Background: an optimization exercise with open tools, aiming at small area, a short achievable clock period and few clock cycles. Do not read the settings as production practice.
Where RTL was checked, it was by simulation tests only, not by an equivalence proof against the original.
Power and IR drop assume default switching activity.

Design nice_core_top, start of the top module:
module nice_core_top (
   input  logic                  custom_mem_op,
   input  logic                  nice_rst_n,
   output logic                  nice_active,
   output logic                  nice_mem_holdup,
   input  logic                  nice_req_valid,
   output logic                  nice_req_ready,
   input  logic [32-1:0] nice_req_inst,
   input  logic [32-1:0] nice_req_rs1,
   input  logic [32-1:0] nice_req_rs2,
   output logic                  nice_rsp_valid,
   input  logic                  nice_rsp_ready,
   output logic [32-1:0] nice_rsp_rdat,
   output logic                  nice_rsp_err,
   output logic                  nice_icb_cmd_valid,
   input  logic                  nice_icb_cmd_ready,
   output logic [32-1:0] nice_icb_cmd_addr,
   output logic                  nice_icb_cmd_read,
   output logic [32-1:0] nice_icb_cmd_wdata,
   output logic [1:0]            nice_icb_cmd_size,
   input  logic                  nice_icb_rsp_valid,
   output logic                  nice_icb_rsp_ready,
   input  logic [32-1:0] nice_icb_rsp_rdata,
   input  logic                  nice_icb_rsp_err
);
Size in the first run: roughly 2600 cells after synthesis, ~240 I/O pins, ~33000 µm² of cells after synthesis.
export LEC_CHECK = 0
export CAP_MARGIN = 20
export CORE_MARGIN = 2
export CORE_UTILIZATION = 40
export CTS_BUF_LIST = sky130_fd_sc_hd__clkbuf_8 sky130_fd_sc_hd__clkbuf_16
export CTS_CLUSTER_DIAMETER = 85
export CTS_CLUSTER_SIZE = 32
export SETUP_SLACK_MARGIN = 4.15
export SLEW_MARGIN = 20
create_clock -name core_clock -period 7.5 [get_ports {custom_mem_op}]
standard.sh (not shown) runs the stock make flow with config.mk's settings and CLKGATE_MAP_FILE= SYNTH_SCRIPT=/design/flow/synth_recipe.tcl, a recipe that flattens the netlist after the stock synthesis.
==> flow/flow/run.sh <==
#!/bin/bash
# The standard layout, with the smallest buffer on every port instead of
# the default port buffer cell; each tool's output goes to its own log here
set -euo pipefail
bash standard.sh BUFFER_PORTS_ARGS="-buffer_cell sky130_fd_sc_hd__buf_1" finish > standard_make.log 2>&1
==> next run, changes <==
--- a/flow/design.v
+++ b/flow/design.v
@@ -122,26 +122,25 @@
    assign fire   = cont | start;
    assign lane   = start ? 3'd0 : icnt;
    assign st_i   = (iss_k == K_ST);
    assign st_now = start ? (pk_k == K_ST) : st_i;
    assign rsp_rdy = q0_v & ((q0_k == K_ST) | ((rslot == 3'd0) & ~zact));
    assign take    = nice_icb_rsp_valid & rsp_rdy;
    assign q0_done = take & (rcnt == 3'd7);
    assign nice_icb_rsp_ready = rsp_rdy;
    assign raw_ok  = ~(q1_v & (q1_k != K_ST)) &
                     ~(q0_v & (q0_k != K_ST) & (rcnt <= wcnt));
    assign lane_go = busy & (ph == wcnt) & raw_ok;
    assign rob_push  = req_hs;
-   assign head_done = rob_w[rob_hd] ? wdone :
-                      (rob_d[rob_hd] | (q0_done & (q0_i == rob_hd)));
+   assign head_done = rob_w[rob_hd] ? wdone : rob_d[rob_hd];
    assign rob_pop   = rob_t[1] & head_done & (~rsp_v | nice_rsp_ready);
    assign rsp_hs    = rsp_v & nice_rsp_ready;
    logic [2:0] ph_n, icnt_n, wcnt_n, r_off_n;
    logic [3:1] rob_t_n;
    logic       rob_inc, rob_dec;
    logic       pk_v_n, busy_n, wres_p_n, iss_act_n, q1_v_n, rsp_v_n, cmd_v_n;
    logic [1:0] iss_k_n, pk_k_n;
    logic       pk_st_n;
    assign ph_n     = rst ? 3'd0 : ph + 3'd1;
    assign cmd_v_n  = ~rst & (fire | (cmd_v & ~nice_icb_cmd_ready));
    assign pk_v_n   = ~rst & nice_req_valid & ~req_hs;
    assign pk_k_n   = d_f7[1:0] - 2'd1;
@@ -298,23 +297,22 @@
       if (rob_push) begin
          rob_w[rob_tl] <= pk_wk;
          rob_d[rob_tl] <= pk_ill;
          rob_e[rob_tl] <= pk_ill;
       end
       if (q0_done) begin
          rob_d[q0_i] <= 1'b1;
          rob_e[q0_i] <= rerr | nice_icb_rsp_err;
       end
    end
    always_ff @(posedge custom_mem_op) begin
       if (rob_pop) begin
-         rsp_e <= (rob_d[rob_hd] | rob_w[rob_hd]) ? rob_e[rob_hd] :
-                                                   (rerr | nice_icb_rsp_err);
+         rsp_e <= rob_e[rob_hd];
          rsp_w <= rob_w[rob_hd];
       end
    end
    assign nice_rsp_valid = rsp_v;
    assign nice_rsp_err   = rsp_e;
    assign nice_rsp_rdat  = sreg[32-1:0] & {32{rsp_w}};
    assign nice_active     = ~(~nice_req_valid & act_qn);
    assign nice_mem_holdup = q0_v;
 endmodule
Outcome: The new run passed the timing, design-rule and antenna checks. Fmax rises by 0.86%. Setup slack improved by 29 ps. Via count rises by 1.3%. Sequential power hardly moves. First-iteration DRC count falls by 16%. Power hardly moves. Flip-flop and latch count is unchanged. Routed wire length falls by 0.98%. Final cell count is about the same.
Testbench counts after the change, summed over its fixed seeds: cycles 9,854.
Only the layout flow was run in the first run of this note; the RTL was not checked for function there.

========
## before
Another version of the RTL of nice_core_top (not shown whole).
For scale: ~1200 flip-flops, ~240 I/O pins, about 33000 um^2 of cells after synthesis.
clock: 7.5 ns
lec_check: 0
cap_margin: 20
core_margin: 2
core_utilization: 40
cts_buf_list: sky130_fd_sc_hd__clkbuf_4 sky130_fd_sc_hd__clkbuf_8 sky130_fd_sc_hd__clkbuf_16
cts_cluster_diameter: 80
cts_cluster_size: 30
setup_slack_margin: 4.15
slew_margin: 20
Scripts as last shown in full above: flow/flow/run.sh
before has completed all stages; timing, DRC and antenna checks passed.
diff inputs: before => after
-- flow/design.v --
<<< before, line 78
   logic                  pk_v, pk_mem, pk_wk, pk_ill;    
   logic [1:0]            pk_k;
   logic                  rdy_a, rdy_m, rdy_x, iss_go, act_qn;
   logic                  rob_w [3];
   logic                  rob_d [3];
>>> after, line 78
   logic                  pk_v, pk_mem, pk_wk, pk_ill;    
   logic [1:0]            pk_k;
   logic                  rdy_a, rdy_m, rdy_xn, iss_go, act_qn;
   logic                  rob_w [3];
   logic                  rob_d [3];
<<< before, line 115
   logic head_done, rob_push, rob_pop, rsp_hs;
   assign slot_free      = ~cmd_v | nice_icb_cmd_ready;
   assign nice_req_ready = rdy_x | (rdy_m & nice_icb_cmd_ready);
   assign start          = nice_req_valid & rdy_m & slot_free;
   assign handoff        = nice_req_valid & rdy_a & pk_wk;
>>> after, line 115
   logic head_done, rob_push, rob_pop, rsp_hs;
   assign slot_free      = ~cmd_v | nice_icb_cmd_ready;
   assign nice_req_ready = ~(rdy_xn & ~(rdy_m & nice_icb_cmd_ready));
   assign start          = nice_req_valid & rdy_m & slot_free;
   assign handoff        = nice_req_valid & rdy_a & pk_wk;
<<< before, line 132
   assign lane_go = busy & (ph == wcnt) & raw_ok;
   assign rob_push  = req_hs;
   assign head_done = rob_w[rob_hd] ? wdone : rob_d[rob_hd];
   assign rob_pop   = rob_t[1] & head_done & (~rsp_v | nice_rsp_ready);
   assign rsp_hs    = rsp_v & nice_rsp_ready;
>>> after, line 132
   assign lane_go = busy & (ph == wcnt) & raw_ok;
   assign rob_push  = req_hs;
   assign head_done = rob_w[rob_hd] ? wdone :
                      (rob_d[rob_hd] | (q0_done & (q0_i == rob_hd)));
   assign rob_pop   = rob_t[1] & head_done & (~rsp_v | nice_rsp_ready);
   assign rsp_hs    = rsp_v & nice_rsp_ready;
<<< before, line 200
      rdy_a   <= rdy_a_n;
      rdy_m   <= rdy_m_n;
      rdy_x   <= rdy_a_n | (rdy_m_n & ~cmd_v_n);
      iss_go  <= iss_go_n;
   end
>>> after, line 201
      rdy_a   <= rdy_a_n;
      rdy_m   <= rdy_m_n;
      rdy_xn  <= ~(rdy_a_n | (rdy_m_n & ~cmd_v_n));
      iss_go  <= iss_go_n;
   end
<<< before, line 307
   always_ff @(posedge custom_mem_op) begin
      if (rob_pop) begin
         rsp_e <= rob_e[rob_hd];
         rsp_w <= rob_w[rob_hd];
      end
>>> after, line 308
   always_ff @(posedge custom_mem_op) begin
      if (rob_pop) begin
         rsp_e <= (rob_d[rob_hd] | rob_w[rob_hd]) ? rob_e[rob_hd] :
                                                   (rerr | nice_icb_rsp_err);
         rsp_w <= rob_w[rob_hd];
      end
==> run summary <==
- Looking at area added between synthesis and finish, after sits 0.87 points above before.
- In the tables for before and after, number of distinct library cell variants in the gate-level netlist after synthesis reads lower with before.
- Cell area reported after detailed placement, before and after, higher one = before.
- | internal portion of total power | after vs before | worse |
- Summary of after over before: final weighted congestion of routability-driven global placement now sits higher, number of clock sinks seen by CTS barely changed, fraction of area in multi-input gates comparable, number of instances in the synthesized netlist held, area fraction of clock buffers and clock inverters rose 0.26 points.
- Transition time at the pin with the least slew margin, before and after: higher on after
- On worst setup slack before clock tree synthesis, before beats after.
- In the reports for before and after, the smaller complex-gate fraction of the synthesized area belongs to before.
- Number of global-route vias before repair (after vs. before) increases slightly
Function was not checked in any run of this note: the RTL went through the layout flow alone.

========
nice_core_top, a different RTL version from the one above (not shown whole).
Size in the first run: roughly 2600 cells after synthesis, roughly 1200 flip-flops, ~240 I/O pins, about 0.034 mm2 of cells after synthesis.
Settings: LEC_CHECK=0, CAP_MARGIN=20, CORE_MARGIN=2, CORE_UTILIZATION=40, CTS_BUF_LIST=sky130_fd_sc_hd__clkbuf_4 sky130_fd_sc_hd__clkbuf_8 sky130_fd_sc_hd__clkbuf_16, CTS_CLUSTER_DIAMETER=80, CTS_CLUSTER_SIZE=30, SETUP_SLACK_MARGIN=4.0, SLEW_MARGIN=20; clock period 7.5 ns.
Scripts as last shown in full above: flow/flow/run.sh
Change:
--- a/flow/design.v
+++ b/flow/design.v
@@ -87,24 +87,23 @@
    logic [1:0]            q0_k, q1_k, q0_i, q1_i;
    logic [2:0]            rcnt, rslot;
    logic                  rerr;
    logic                  iss_act;
    logic [2:0]            icnt;
    logic [1:0]            iss_k;
    logic                  cmd_v, cmd_rd;
    logic [32-1:0] cmd_a, cmd_wd;
    logic                  busy, s2_v, s2_last, wdone, wres_p;
    logic [2:0]            wcnt;
    logic [2:0]            r_off;
-   logic [32:0]   sreg;
-   logic [32-1:0] wres;
+   logic [32:0]   sreg;        
    logic                  rsp_v, rsp_e, rsp_w;
    logic [6:0] d_opc, d_f7;
    logic [2:0] d_f3;
    logic       d_mem, d_wk;
    assign d_opc = nice_req_inst[6:0];
    assign d_f3  = nice_req_inst[14:12];
    assign d_f7  = nice_req_inst[31:25];
    assign d_mem = (d_opc == 7'b1111011) && (d_f3 == 3'b010) &&
                   (d_f7 >= 7'd1) && (d_f7 <= 7'd4);
    assign d_wk  = (d_opc == 7'b1111011) && (d_f3 == 3'b000) &&
                   (d_f7 == 7'd5);
@@ -171,23 +170,23 @@
    assign iss_go_n  = rst ? 1'b0 :
                       start ? wok_start :
                       cont  ? ((icnt != 3'd7) & wok_cont) :
                               (iss_act & pcond & wok_idle);
    logic rdy_a_n, rdy_m_n, pk_keep, ph_ok0, wok0, iss_free;
    assign pk_keep  = ~rst & nice_req_valid & ~req_hs;
    assign ph_ok0   = ((ph + 3'd1) == (3'd3 + (pk_st_n ? r_off : 3'd0)));
    assign wok0     = pk_st_n ? (~busy_w | (wcnt_w != 3'd0)) : ~busy_w;
    assign iss_free = ~iss_act | (iss_go & (icnt == 3'd7) & slot_free);
    assign rdy_a_n  = pk_keep & ~rob_t[4] &
                      ((~d_mem & ~d_wk) |
-                      (d_wk & ~busy_w & ~wres_p & ~(s2_v & s2_last) & ~(iss_act & st_i)));
+                      (d_wk & ~busy & ~wres_p & ~(s2_v & s2_last) & ~(iss_act & st_i)));
    assign rdy_m_n  = pk_keep & ~rob_t[4] & d_mem & ~q1_v & ph_ok0 & wok0 & iss_free;
    always_ff @(posedge custom_mem_op) begin
       ph      <= ph_n;
       pk_v    <= pk_v_n;
       pk_mem  <= d_mem;
       pk_wk   <= d_wk;
       pk_k    <= pk_k_n;
       rob_t   <= rob_t_n;
       busy    <= busy_n;
       wcnt    <= wcnt_n;
       wres_p  <= wres_p_n;
@@ -262,40 +261,38 @@
    assign we_b = zero_w | (take & (q0_k == K_LB));
    assign we_p = zero_w | (take & (q0_k == K_LP));
    row_buffer u_row_a (.custom_mem_op(custom_mem_op), .wr_en(we_a), .wr_data(din),
                        .head(a_head), .tail());
    row_buffer u_row_b (.custom_mem_op(custom_mem_op), .wr_en(we_b), .wr_data(din),
                        .head(b_head), .tail());
    row_buffer u_row_p (.custom_mem_op(custom_mem_op), .wr_en(we_p), .wr_data(din),
                        .head(), .tail(p_tap));
    row_buffer u_row_r (.custom_mem_op(custom_mem_op), .wr_en(s2_v), .wr_data(mod_r),
                        .head(), .tail(r_tap));
    always_ff @(posedge custom_mem_op) begin
-      sreg    <= {1'b0, a_head} + {1'b0, b_head};
+      if (lane_go)              sreg <= {1'b0, a_head} + {1'b0, b_head};
+      else if (s2_v & s2_last)  sreg <= {1'b0, mod_r};
       s2_v    <= ~rst & lane_go;
       s2_last <= (wcnt == 3'd7);
    end
    assign diff  = {1'b0, sreg} - {2'b00, p_tap};
    assign mod_r = diff[32+1] ? sreg[32-1:0] : diff[32-1:0];
    always_ff @(posedge custom_mem_op) begin
       if (rst) begin
          wdone <= 1'b0;
       end else begin
          if (s2_v & s2_last)                    wdone <= 1'b1;
          else if (rob_pop & rob_w[rob_hd])         wdone <= 1'b0;
       end
    end
    always_ff @(posedge custom_mem_op) begin
-      if (s2_v & s2_last) wres <= mod_r;
-   end
-   always_ff @(posedge custom_mem_op) begin
       if (rst) begin
          rob_hd <= 2'd0;
          rob_tl <= 2'd0;
       end else begin
          if (rob_push) rob_tl <= rob_tl + 2'd1;
          if (rob_pop)  rob_hd <= rob_hd + 2'd1;
       end
    end
    always_ff @(posedge custom_mem_op) begin
       if (rob_push) begin
          rob_w[rob_tl] <= pk_wk;
@@ -307,15 +304,15 @@
          rob_e[q0_i] <= rerr | nice_icb_rsp_err;
       end
    end
    always_ff @(posedge custom_mem_op) begin
       if (rob_pop) begin
          rsp_e <= rob_e[rob_hd];
          rsp_w <= rob_w[rob_hd];
       end
    end
    assign nice_rsp_valid = rsp_v;
    assign nice_rsp_err   = rsp_e;
-   assign nice_rsp_rdat  = wres & {32{rsp_w}};
+   assign nice_rsp_rdat  = sreg[32-1:0] & {32{rsp_w}};
    assign nice_active     = nice_req_valid | act_q;
    assign nice_mem_holdup = q0_v;
 endmodule
Non-clock buffer count rises by 3.
Fmax hardly moves.
Cell count barely changes.
Core utilization hardly moves.
Clock power rises by a few percent.
Sequential share of layout area falls by 1.5 points.
Total power stays flat.
Setup slack hardly moves.
Design area stays flat.
Wire length rises by a few percent.
Global-route usage rises by 0.61 points.
Die area falls slightly.
Hold slack is worse by 19 ps.
Via count rises by a few percent.
Testbench counts after the change, summed over its fixed seeds: cycles 9,854.
The RTL of the first run of this note was laid out without a check of its function.

========
nice_core_top, a different RTL version from the one above (not shown whole).
For scale: about 1200 flip-flops, roughly 240 I/O pins, about 0.033 mm² of cells after synthesis.
clock: 7.5 ns
lec_check: 0
cap_margin: 20
core_margin: 2
core_utilization: 40
cts_buf_list: sky130_fd_sc_hd__clkbuf_4 sky130_fd_sc_hd__clkbuf_8 sky130_fd_sc_hd__clkbuf_16
cts_cluster_diameter: 80
cts_cluster_size: 30
setup_slack_margin: 4.0
slew_margin: 20
Scripts as last shown in full above: flow/flow/run.sh
The first run went through all stages and came out clean.
Testbench counts at the start, summed over its fixed seeds: cycles 9,854.
Rerun with:
--- a/flow/design.v
+++ b/flow/design.v
@@ -73,15 +73,15 @@
    logic rst;
    assign rst = ~nice_rst_n;
    assign pk_ill = ~pk_mem & ~pk_wk;
    logic [2:0]            ph;
    logic                  zact;
    logic                  pk_v, pk_mem, pk_wk, pk_ill;    
    logic [1:0]            pk_k;
-   logic                  rdy_a, rdy_m, rdy_x, iss_go, act_q;
+   logic                  rdy_a, rdy_m, rdy_x, iss_go, act_qn;
    logic                  rob_w [3];
    logic                  rob_d [3];
    logic                  rob_e [3];
    logic [1:0]            rob_hd, rob_tl;   
    logic [3:1]            rob_t;       
    logic                  q0_v, q1_v;
    logic [1:0]            q0_k, q1_k, q0_i, q1_i;
@@ -192,15 +192,15 @@
       wres_p  <= wres_p_n;
       iss_act <= iss_act_n;
       icnt    <= icnt_n;
       iss_k   <= iss_k_n;
       r_off   <= r_off_n;
       q1_v    <= q1_v_n;
       rsp_v   <= rsp_v_n;
-      act_q   <= ~rst & (rob_push | rob_t[1] | (rsp_v & ~nice_rsp_ready));
+      act_qn  <= rst | ~(rob_push | rob_t[1] | (rsp_v & ~nice_rsp_ready));
       rdy_a   <= rdy_a_n;
       rdy_m   <= rdy_m_n;
       rdy_x   <= rdy_a_n | (rdy_m_n & ~cmd_v_n);
       iss_go  <= iss_go_n;
    end
    logic zero_w;
    always_ff @(posedge custom_mem_op) begin
@@ -309,10 +309,10 @@
          rsp_e <= rob_e[rob_hd];
          rsp_w <= rob_w[rob_hd];
       end
    end
    assign nice_rsp_valid = rsp_v;
    assign nice_rsp_err   = rsp_e;
    assign nice_rsp_rdat  = sreg[32-1:0] & {32{rsp_w}};
-   assign nice_active     = nice_req_valid | act_q;
+   assign nice_active     = ~(~nice_req_valid & act_qn);
    assign nice_mem_holdup = q0_v;
 endmodule
Final area hardly moves; routed wire length is lower by 2.2%; critical path depth does not change; clock-buffer cell count is lower by 1; clock power hardly moves; synthesized area hardly moves; non-clock buffer count climbs by 2; hold slack improved by 13 ps.
No functional check of the RTL was part of the second run of this note.

-- separate check: timing with driven ports --
The results above use ideal ports. As a check the final layouts listed here were re-extracted and re-timed, cells and wires unchanged. Step 1 sets driving cells, clkbuf_16 on the clock port and buf_2 on the other inputs (assumed; they add their load-dependent delay and slew). Step 2, shift: input delay + t, output delay - t, t = (earliest + latest rising clock arrival at the registers) / 2. This alone moves slack from input paths to output paths. a / b / c = no drivers / after step 1 / after step 2; a / b = the first two.
run | t, ns | setup slack, ns | worst data-port slew with drivers (ns)
the first run of note 1 | 0.683 | 4.140 / 4.122 / 3.771 | 0.11
the second run of note 1 | 0.676 | 4.169 / 4.129 / 3.724 | 0.14
before | 0.678 | 4.144 / 4.119 / 3.873 | 0.12
after | 0.691 | 4.156 / 4.122 / 3.761 | 0.11
the first run of note 3 | 0.683 | 4.031 / 4.001 / 3.616 | 0.13
the second run of note 3 | 0.689 | 4.031 / 3.999 / 3.524 | 0.14
the first run of note 4 | 0.679 | 4.015 / 3.983 / 3.548 | 0.11
the second run of note 4 | 0.676 | 4.097 / 4.045 / 3.722 | 0.11
After both steps every run listed still meets setup and hold. For the second run of note 3, which loses most, drivers alone change the setup slack by -0.032 ns; drivers and shift together by -0.507 ns.
